This design comes from an exercise in tuning for small area and few clock cycles per item on the open sky130 flow, not from production work. Only simulation tests tie the RTL to the original design; equivalence was not proved. Power figures rest on the tool's default switching activity, not on a simulated workload.

==> raven <==
==> flow/design.v <==
`default_nettype none
package mem_pkg;
    typedef logic [127:0] mem_line_t;
    typedef logic [30:0] mem_addr_t;
    typedef logic [5:0] line_count_t;
endpackage
`default_nettype wire
`default_nettype none
package video_pkg;
    typedef logic [31:0] pixel_word_t;
    typedef logic [23:0] pixel_t;
    typedef logic [15:0] frame_count_t;
    typedef logic [3:0] reg_addr_t;
    localparam reg_addr_t REG_BASE   = 4'h0;
    localparam reg_addr_t REG_CTRL   = 4'h4;
    localparam reg_addr_t REG_STATUS = 4'h8;
    localparam reg_addr_t REG_FCOUNT = 4'hC;
endpackage
`default_nettype wire
`timescale 1ns/1ps
`default_nettype none
module feeder_regs (
    input  wire logic      cpu_clk_g,
    input  wire logic      rst,
    input  wire video_pkg::reg_addr_t awaddr,
    input  wire logic      awvalid,
    output logic           awready,
    input  wire logic [31:0] wdata,
    input  wire logic [3:0]  wstrb,
    input  wire logic      wvalid,
    output logic           wready,
    output logic [1:0]     bresp,
    output logic           bvalid,
    input  wire logic      bready,
    input  wire video_pkg::reg_addr_t araddr,
    input  wire logic      arvalid,
    output logic           arready,
    output logic [31:0]    rdata,
    output logic [1:0]     rresp,
    output logic           rvalid,
    input  wire logic      rready,
    input  wire logic      wrap_hold,
    input  wire logic      frame_wrap,
    output logic [31:0]    base_reg,
    output logic           scan_enable,
    output logic           irq
);
    logic         irq_en;
    logic         frame_done;
    video_pkg::frame_count_t frame_count;
    logic         wr_accept;
    logic         rd_accept;
    logic [1:0]   rsel;
    logic         rhit;
    assign wr_accept = awvalid & wvalid & ~bvalid;
    assign awready   = wr_accept;
    assign wready    = wr_accept;
    assign rd_accept = arvalid & ~rvalid & ~wrap_hold;
    assign arready   = rd_accept;
    assign bresp = 2'b00;
    assign rresp = 2'b00;
    assign irq = frame_done & irq_en;
    always_ff @(posedge cpu_clk_g) begin
        if (rst) begin
            base_reg    <= '0;
            scan_enable <= 1'b0;
            irq_en      <= 1'b0;
            frame_done  <= 1'b0;
            frame_count <= '0;
            bvalid      <= 1'b0;
            rvalid      <= 1'b0;
        end else begin
            if (wr_accept && awaddr == video_pkg::REG_BASE) begin
                for (int i = 0; i < 4; i++) begin
                    if (wstrb[i])
                        base_reg[8*i +: 8] <= wdata[8*i +: 8];
                end
            end
            if (wr_accept && awaddr == video_pkg::REG_CTRL && wstrb[0]) begin
                scan_enable <= wdata[0];
                irq_en      <= wdata[1];
            end
            if (frame_wrap)
                frame_done <= 1'b1;
            else if (wr_accept && awaddr == video_pkg::REG_STATUS && wstrb[0] && wdata[0])
                frame_done <= 1'b0;
            if (frame_wrap)
                frame_count <= frame_count + 1'b1;
            if (wr_accept)
                bvalid <= 1'b1;
            else if (bready)
                bvalid <= 1'b0;
            if (rd_accept)
                rvalid <= 1'b1;
            else if (rready)
                rvalid <= 1'b0;
        end
    end
    always_ff @(posedge cpu_clk_g) begin
        if (rd_accept) begin
            rsel <= araddr[3:2];
            rhit <= (araddr[1:0] == 2'b00);
        end
    end
    always_comb begin
        rdata = '0;
        if (rhit) begin
            case (rsel)
                2'd0: rdata = base_reg;
                2'd1: rdata = {30'b0, irq_en, scan_enable};
                2'd2: rdata = {31'b0, frame_done};
                default: rdata = {16'b0, frame_count};
            endcase
        end
    end
endmodule
`default_nettype wire
`timescale 1ns/1ps
`default_nettype none
module line_request_gen (
    input  wire logic        cpu_clk_g,
    input  wire logic        rst,
    input  wire logic        scan_enable,
    input  wire logic [30:0] frame_base,
    input  wire logic        req_ready,
    input  wire logic        line_pop,
    input  wire logic        rd_busy,
    output logic             req_valid,
    output logic [30:0]      req_addr,
    output logic             frame_wrap,
    output logic             wrap_hold
);
    localparam int N  = 3;
    localparam int UW = $clog2(N + 1);
    logic [4:0]  line;
    logic [30:0] active_base;
    logic [UW-1:0] used;
    logic        fire;
    logic        last;
    logic        room;
    logic        raise;
    assign fire       = req_valid & req_ready;
    assign last       = (line == 5'd31);
    assign frame_wrap = fire & last;
    assign wrap_hold  = req_valid & last;
    assign req_addr = {active_base[30:4] + 27'(line), active_base[3:0]};
    assign room  = (used != UW'(N)) | line_pop;
    logic req_pend;
    logic raise_c;
    generate
        if (1) begin : g_comb
            assign raise_c   = ~req_pend & scan_enable & room & ~(last & rd_busy);
            assign req_valid = req_pend | raise_c;
            assign raise     = raise_c;
        end else begin : g_reg
            assign raise_c   = ~req_valid & scan_enable & room & ~(last & rd_busy);
            assign req_valid = req_pend;
            assign raise     = raise_c;
        end
    endgenerate
    always_ff @(posedge cpu_clk_g) begin
        if (rst) begin
            req_pend    <= 1'b0;
            line        <= '0;
            active_base <= '0;
            used        <= '0;
        end else begin
            if (1)
                req_pend <= req_valid & ~req_ready;
            else if (raise)
                req_pend <= 1'b1;
            else if (req_ready)
                req_pend <= 1'b0;
            if (fire)
                line <= line + 1'b1;
            if (frame_wrap || (!scan_enable && !req_valid))
                active_base <= frame_base;
            if (raise && !line_pop)
                used <= used + 1'b1;
            else if (!raise && line_pop)
                used <= used - 1'b1;
        end
    end
endmodule
`default_nettype wire
`timescale 1ns/1ps
`default_nettype none
module line_unpacker (
    input  wire logic         cpu_clk_g,
    input  wire logic         rst,
    input  wire logic         rd_valid,
    input  wire logic [127:0] rd_data,
    input  wire logic         video_ready,
    output logic [23:0]       video,
    output logic              video_valid,
    output logic              line_pop
);
    localparam int N  = 3;
    localparam int PW = (N > 1) ? $clog2(N) : 1;
    localparam int FW = $clog2(N + 1);
    logic [95:0]   mem [N];
    logic [PW-1:0] wr_ptr;
    logic [PW-1:0] rd_ptr;
    logic [FW-1:0] filled;
    logic [1:0]    lane;
    logic [95:0]   head;
    logic          empty;
    logic          take;
    assign empty = (filled == '0);
    assign head  = mem[rd_ptr];
    generate
        if (1) begin : g_bypass
            assign video_valid = ~empty | rd_valid;
            assign video = empty ? rd_data[23:0] : head[24*lane +: 24];
        end else begin : g_store
            assign video_valid = ~empty;
            assign video = head[24*lane +: 24];
        end
    endgenerate
    assign take     = video_valid & video_ready;
    assign line_pop = take & (lane == 2'd3);
    always_ff @(posedge cpu_clk_g) begin
        if (rd_valid)
            mem[wr_ptr] <= {rd_data[119:96], rd_data[87:64], rd_data[55:32], rd_data[23:0]};
    end
    always_ff @(posedge cpu_clk_g) begin
        if (rst) begin
            wr_ptr <= '0;
            rd_ptr <= '0;
            filled <= '0;
            lane   <= '0;
        end else begin
            if (rd_valid)
                wr_ptr <= (wr_ptr == PW'(N - 1)) ? '0 : wr_ptr + 1'b1;
            if (line_pop)
                rd_ptr <= (rd_ptr == PW'(N - 1)) ? '0 : rd_ptr + 1'b1;
            if (take)
                lane <= lane + 1'b1;
            if (rd_valid && !line_pop)
                filled <= filled + 1'b1;
            else if (!rd_valid && line_pop)
                filled <= filled - 1'b1;
        end
    end
endmodule
`default_nettype wire
`timescale 1ns/1ps
`default_nettype none
module pixel_feeder (
    input  wire logic        cpu_clk_g,
    input  wire logic        rst,
    input  wire video_pkg::reg_addr_t   awaddr,
    input  wire logic        awvalid,
    output logic             awready,
    input  wire logic [31:0] wdata,
    input  wire logic [3:0]  wstrb,
    input  wire logic        wvalid,
    output logic             wready,
    output logic [1:0]       bresp,
    output logic             bvalid,
    input  wire logic        bready,
    input  wire video_pkg::reg_addr_t   araddr,
    input  wire logic        arvalid,
    output logic             arready,
    output logic [31:0]      rdata,
    output logic [1:0]       rresp,
    output logic             rvalid,
    input  wire logic        rready,
    output logic             req_valid,
    input  wire logic        req_ready,
    output mem_pkg::mem_addr_t        req_addr,
    input  wire logic        rd_valid,
    input  wire mem_pkg::mem_line_t   rd_data,
    output video_pkg::pixel_t           video,
    output logic             video_valid,
    input  wire logic        video_ready,
    output logic             irq
);
    logic [31:0] base_reg;
    logic        scan_enable;
    logic        frame_wrap;
    logic        wrap_hold;
    logic        line_pop;
    feeder_regs regs_i (
        .cpu_clk_g (cpu_clk_g),   .rst (rst),
        .awaddr (awaddr), .awvalid (awvalid), .awready (awready),
        .wdata (wdata), .wstrb (wstrb), .wvalid (wvalid), .wready (wready),
        .bresp (bresp), .bvalid (bvalid), .bready (bready),
        .araddr (araddr), .arvalid (arvalid), .arready (arready),
        .rdata (rdata), .rresp (rresp), .rvalid (rvalid), .rready (rready),
        .wrap_hold (wrap_hold), .frame_wrap (frame_wrap), .base_reg (base_reg),
        .scan_enable (scan_enable), .irq (irq)
    );
    line_request_gen req_gen_i (
        .cpu_clk_g (cpu_clk_g), .rst (rst),
        .scan_enable (scan_enable), .frame_base (base_reg[30:0]),
        .req_ready (req_ready), .line_pop (line_pop),
        .rd_busy (arvalid | rvalid),
        .req_valid (req_valid), .req_addr (req_addr),
        .frame_wrap (frame_wrap), .wrap_hold (wrap_hold)
    );
    line_unpacker unpacker_i (
        .cpu_clk_g (cpu_clk_g), .rst (rst),
        .rd_valid (rd_valid), .rd_data (rd_data),
        .video_ready (video_ready), .video (video),
        .video_valid (video_valid), .line_pop (line_pop)
    );
endmodule
`default_nettype wire
==> flow/run.sh <==
#!/bin/bash
# synth_recipe.tcl (not shown) runs the flow's synth.tcl, then flattens the netlist and writes it again
# the make line also repeats each setting of config.mk as NAME=value (left out here)
make -C /OpenROAD-flow-scripts/flow DESIGN_CONFIG=/design/flow/config.mk WORK_HOME=/design/flow/orfs CLKGATE_MAP_FILE= SYNTH_SCRIPT=/design/flow/synth_recipe.tcl finish
==> flow/config.mk <==
export PLATFORM = sky130hd
export DESIGN_NAME = pixel_feeder
export DESIGN_NICKNAME = pixel_feeder
export VERILOG_FILES = /design/flow/design.v
export SDC_FILE = /design/flow/constraint.sdc
export NUM_CORES = 4
export LEC_CHECK = 0
export CAP_MARGIN = 20
export CORE_MARGIN = 2
export CORE_UTILIZATION = 40
export SLEW_MARGIN = 20
==> flow/constraint.sdc <==
create_clock -name core_clock -period 6.0 [get_ports {cpu_clk_g}]
set_input_delay 1.2000 -clock core_clock [delete_from_list [all_inputs] [get_ports {cpu_clk_g}]]
set_output_delay 1.2000 -clock core_clock [all_outputs]
set_load 0.01 [all_outputs]
==> inputs of yarrow, as changes to raven <==
==> flow/design.v, changed modules only <==
module feeder_regs (
    input  wire logic      cpu_clk_g,
    input  wire logic      rst,
    input  wire video_pkg::reg_addr_t awaddr,
    input  wire logic      awvalid,
    output logic           awready,
    input  wire logic [31:0] wdata,
    input  wire logic [3:0]  wstrb,
    input  wire logic      wvalid,
    output logic           wready,
    output logic [1:0]     bresp,
    output logic           bvalid,
    input  wire logic      bready,
    input  wire video_pkg::reg_addr_t araddr,
    input  wire logic      arvalid,
    output logic           arready,
    output logic [31:0]    rdata,
    output logic [1:0]     rresp,
    output logic           rvalid,
    input  wire logic      rready,
    input  wire logic      frame_wrap,
    output logic           wrap_block,
    output logic [31:0]    base_reg,
    output logic           scan_enable,
    output logic           irq
);
    logic         irq_en;
    logic         frame_done;
    video_pkg::frame_count_t frame_count;
    logic         wr_accept;
    logic         rd_accept;
    logic [1:0]   rsel;
    logic         rhit;
    logic         read_open;
    logic         done_seen;
    logic         inc_pend;
    assign read_open  = rd_accept | rvalid;
    assign wrap_block = rvalid | inc_pend;
    assign wr_accept = awvalid & wvalid & ~bvalid;
    assign awready   = wr_accept;
    assign wready    = wr_accept;
    assign rd_accept = arvalid & ~rvalid;
    assign arready   = rd_accept;
    assign bresp = 2'b00;
    assign rresp = 2'b00;
    assign irq = frame_done & irq_en;
    always_ff @(posedge cpu_clk_g) begin
        if (rst) begin
            base_reg    <= '0;
            scan_enable <= 1'b0;
            irq_en      <= 1'b0;
            frame_done  <= 1'b0;
            frame_count <= '0;
            inc_pend    <= 1'b0;
            bvalid      <= 1'b0;
            rvalid      <= 1'b0;
        end else begin
            if (wr_accept && awaddr == video_pkg::REG_BASE) begin
                for (int i = 0; i < 4; i++) begin
                    if (wstrb[i])
                        base_reg[8*i +: 8] <= wdata[8*i +: 8];
                end
            end
            if (wr_accept && awaddr == video_pkg::REG_CTRL && wstrb[0]) begin
                scan_enable <= wdata[0];
                irq_en      <= wdata[1];
            end
            if (frame_wrap)
                frame_done <= 1'b1;
            else if (wr_accept && awaddr == video_pkg::REG_STATUS && wstrb[0] && wdata[0])
                frame_done <= 1'b0;
            if (frame_wrap && read_open)
                inc_pend <= 1'b1;
            else if (!rvalid)
                inc_pend <= 1'b0;
            if ((frame_wrap && !read_open) || (inc_pend && !rvalid))
                frame_count <= frame_count + 1'b1;
            if (wr_accept)
                bvalid <= 1'b1;
            else if (bready)
                bvalid <= 1'b0;
            if (rd_accept)
                rvalid <= 1'b1;
            else if (rready)
                rvalid <= 1'b0;
        end
    end
    always_ff @(posedge cpu_clk_g) begin
        if (rd_accept) begin
            rsel <= araddr[3:2];
            rhit <= (araddr[1:0] == 2'b00);
            done_seen <= frame_done;
        end
    end
    always_comb begin
        rdata = '0;
        if (rhit) begin
            case (rsel)
                2'd0: rdata = base_reg;
                2'd1: rdata = {30'b0, irq_en, scan_enable};
                2'd2: rdata = {31'b0, done_seen};
                default: rdata = {16'b0, frame_count};
            endcase
        end
    end
endmodule
module line_request_gen (
    input  wire logic        cpu_clk_g,
    input  wire logic        rst,
    input  wire logic        scan_enable,
    input  wire logic [30:0] frame_base,
    input  wire logic        req_ready,
    input  wire logic        line_pop,
    input  wire logic        wrap_block,
    output logic             req_valid,
    output logic [30:0]      req_addr,
    output logic             frame_wrap
);
    localparam int N  = 3;
    localparam int UW = $clog2(N + 1);
    logic [4:0]    line;
    logic [30:0]   active_base;
    logic [UW-1:0] used;
    logic          req_pend;
    logic          raise;
    logic          fire;
    logic          last;
    logic          room;
    assign fire       = req_valid & req_ready;
    assign last       = (line == 5'd31);
    assign frame_wrap = fire & last;
    assign req_addr = {active_base[30:4] + 27'(line), active_base[3:0]};
    assign room = (used != UW'(N)) | line_pop;
    assign raise     = ~req_pend & scan_enable & room & ~(last & wrap_block);
    assign req_valid = req_pend | raise;
    always_ff @(posedge cpu_clk_g) begin
        if (frame_wrap || (!scan_enable && !req_valid))
            active_base <= frame_base;
    end
    always_ff @(posedge cpu_clk_g) begin
        if (rst) begin
            req_pend <= 1'b0;
            line     <= '0;
            used     <= '0;
        end else begin
            req_pend <= req_valid & ~req_ready;
            if (fire)
                line <= line + 1'b1;
            if (raise && !line_pop)
                used <= used + 1'b1;
            else if (!raise && line_pop)
                used <= used - 1'b1;
        end
    end
endmodule
module line_unpacker (
    input  wire logic         cpu_clk_g,
    input  wire logic         rst,
    input  wire logic         rd_valid,
    input  wire logic [127:0] rd_data,
    input  wire logic         video_ready,
    output logic [23:0]       video,
    output logic              video_valid,
    output logic              line_pop
);
    localparam int N  = 3;
    localparam int PW = (N > 1) ? $clog2(N) : 1;
    localparam int FW = $clog2(N + 1);
    logic [95:0]   mem [N];
    logic [PW-1:0] wr_ptr;
    logic [PW-1:0] rd_ptr;
    logic [FW-1:0] filled;
    logic [1:0]    lane;
    logic          empty;
    logic          take;
    logic [N-1:0]  slot_sel;
    logic [3:0]    lane_sel;
    assign empty = (filled == '0);
    always_comb begin
        for (int i = 0; i < N; i++)
            slot_sel[i] = ~empty & (rd_ptr == PW'(i));
        for (int j = 0; j < 4; j++)
            lane_sel[j] = (lane == 2'(j));
        video = {24{empty}} & rd_data[23:0];
        for (int i = 0; i < N; i++)
            for (int j = 0; j < 4; j++)
                video = video | ({24{slot_sel[i] & lane_sel[j]}} & mem[i][24*j +: 24]);
    end
    assign video_valid = ~empty | rd_valid;
    assign take        = video_valid & video_ready;
    assign line_pop    = take & (lane == 2'd3);
    always_ff @(posedge cpu_clk_g) begin
        if (rd_valid)
            mem[wr_ptr] <= {rd_data[119:96], rd_data[87:64], rd_data[55:32], rd_data[23:0]};
    end
    always_ff @(posedge cpu_clk_g) begin
        if (rst) begin
            wr_ptr <= '0;
            rd_ptr <= '0;
            filled <= '0;
            lane   <= '0;
        end else begin
            if (rd_valid)
                wr_ptr <= (wr_ptr == PW'(N - 1)) ? '0 : wr_ptr + 1'b1;
            if (line_pop)
                rd_ptr <= (rd_ptr == PW'(N - 1)) ? '0 : rd_ptr + 1'b1;
            if (take)
                lane <= lane + 1'b1;
            if (rd_valid && !line_pop)
                filled <= filled + 1'b1;
            else if (!rd_valid && line_pop)
                filled <= filled - 1'b1;
        end
    end
endmodule
module pixel_feeder (
    input  wire logic        cpu_clk_g,
    input  wire logic        rst,
    input  wire video_pkg::reg_addr_t   awaddr,
    input  wire logic        awvalid,
    output logic             awready,
    input  wire logic [31:0] wdata,
    input  wire logic [3:0]  wstrb,
    input  wire logic        wvalid,
    output logic             wready,
    output logic [1:0]       bresp,
    output logic             bvalid,
    input  wire logic        bready,
    input  wire video_pkg::reg_addr_t   araddr,
    input  wire logic        arvalid,
    output logic             arready,
    output logic [31:0]      rdata,
    output logic [1:0]       rresp,
    output logic             rvalid,
    input  wire logic        rready,
    output logic             req_valid,
    input  wire logic        req_ready,
    output mem_pkg::mem_addr_t        req_addr,
    input  wire logic        rd_valid,
    input  wire mem_pkg::mem_line_t   rd_data,
    output video_pkg::pixel_t           video,
    output logic             video_valid,
    input  wire logic        video_ready,
    output logic             irq
);
    logic [31:0] base_reg;
    logic        scan_enable;
    logic        frame_wrap;
    logic        wrap_block;
    logic        line_pop;
    feeder_regs regs_i (
        .cpu_clk_g (cpu_clk_g),   .rst (rst),
        .awaddr (awaddr), .awvalid (awvalid), .awready (awready),
        .wdata (wdata), .wstrb (wstrb), .wvalid (wvalid), .wready (wready),
        .bresp (bresp), .bvalid (bvalid), .bready (bready),
        .araddr (araddr), .arvalid (arvalid), .arready (arready),
        .rdata (rdata), .rresp (rresp), .rvalid (rvalid), .rready (rready),
        .frame_wrap (frame_wrap), .wrap_block (wrap_block), .base_reg (base_reg),
        .scan_enable (scan_enable), .irq (irq)
    );
    line_request_gen req_gen_i (
        .cpu_clk_g (cpu_clk_g), .rst (rst),
        .scan_enable (scan_enable), .frame_base (base_reg[30:0]),
        .req_ready (req_ready), .line_pop (line_pop),
        .wrap_block (wrap_block),
        .req_valid (req_valid), .req_addr (req_addr),
        .frame_wrap (frame_wrap)
    );
    line_unpacker unpacker_i (
        .cpu_clk_g (cpu_clk_g), .rst (rst),
        .rd_valid (rd_valid), .rd_data (rd_data),
        .video_ready (video_ready), .video (video),
        .video_valid (video_valid), .line_pop (line_pop)
    );
endmodule
==> flow/flow/run.sh (new file) <==
#!/bin/bash
# Standard ORFS layout (the standard.sh, standard synthesis) with two changes:
#  - port buffers use the smallest buffer cell (buf_1) instead of the default pick
#  - clock tree: clkbuf_8 only, sink clusters of at most 16 within 100 um,
#    no dummy loads
# make's full output goes to flow_make.log; each ORFS step logs under orfs/logs/.
set -euo pipefail
CTS="-sink_clustering_enable -repair_clock_nets -dont_use_dummy_load"
CTS="$CTS -buf_list {sky130_fd_sc_hd__clkbuf_8} -sink_clustering_size 16 -sink_clustering_max_diameter 100"
bash standard.sh \
  "BUFFER_PORTS_ARGS=-buffer_cell sky130_fd_sc_hd__buf_1" \
  "CTS_ARGS=$CTS" \
  finish > flow_make.log 2>&1
==> flow/standard.sh (new file) <==
#!/bin/bash
# synth_recipe.tcl (not shown) runs the flow's synth.tcl, then flattens the netlist and writes it again
# the make line also repeats each setting of config.mk as NAME=value (left out here)
make -C /OpenROAD-flow-scripts/flow DESIGN_CONFIG=/design/flow/config.mk WORK_HOME=/design/flow/orfs CLKGATE_MAP_FILE= SYNTH_SCRIPT=/design/flow/synth_recipe.tcl "${@:-finish}"
removed: flow/run.sh
==> run notes <==
Detailed-placement wirelength estimate: yarrow 24800 µm; raven 25000 µm
CTS buffer count: yarrow 28; raven 43
Relative area of non-clock buffer cells in the final design: yarrow 6.02%; raven 12.6%
End point of the worst hold path: yarrow req_gen_i.active_base[0]$_DFFE_PP_; raven regs_i.base_reg[31]$_SDFFE_PP0P_
Clock buf/inv share: yarrow 2.21%; raven 7.12%
First-pass GRT wire length: yarrow 60100 µm; raven 57600 µm
Combined global-route utilization of all metal layers: yarrow 19.1%; raven 17.7%
Slew at the pin closest to its max-slew limit: yarrow 1.05 ns; raven 1.10 ns
Fill cell total of the finished layout: yarrow 3525; raven 3470
Synth unique cells: yarrow 66; raven 56
Status: yarrow complete, no violations; raven complete, no violations
Area growth syn-to-layout: yarrow 10.8%; raven 27.3%
Fmax: yarrow 202 MHz; raven 208 MHz
Maximum number of pins on one net before global-route repair: yarrow 89; raven 98
Non-filler cells in the finished layout: yarrow 1856; raven 1958
Antenna violations before repair: yarrow 5; raven 4
Global placement routability congestion: yarrow 0.852; raven 0.832
Seq. cell area: yarrow 0.0111 mm²; raven 0.0108 mm²
Switching share of power: yarrow 23.7%; raven 21.8%
Post-synthesis instance total: yarrow 1120; raven 1155
Initial cell density of the core: yarrow 40.6%; raven 40.3%
Testbench counts of raven, summed over its fixed seeds: cycles 10,858, pixels 8,192.
Testbench counts of yarrow, summed over its fixed seeds: cycles 10,858, pixels 8,192.

static timing again, ports no longer ideal:
The flow's constraints put no driver on any port. The routed layouts listed below were extracted and timed again, unchanged, in two steps.
Step 1 sets driving cells, clkbuf_16 on the clock port and buf_2 on the other inputs (assumed; they add their load-dependent delay and slew).
Step 2 times the ports against the registers' clock, not the clock port: input delays grow and output delays shrink by t, the midpoint of the rising clock arrivals with the driver on.
a / b / c = ideal ports / drivers / drivers and shift; a / b = the first two.
| run | shift t [ns] | setup slack, ns | hold WS [ns] |
|---|---|---|---|
| raven | 0.601 | 1.187 / 1.131 / 1.420 | 0.450 / 0.450 / 0.450 |
| yarrow | 0.661 | 1.040 / 0.991 / 1.652 | 0.431 / 0.431 / 0.431 |
After both steps every run listed still meets setup and hold.
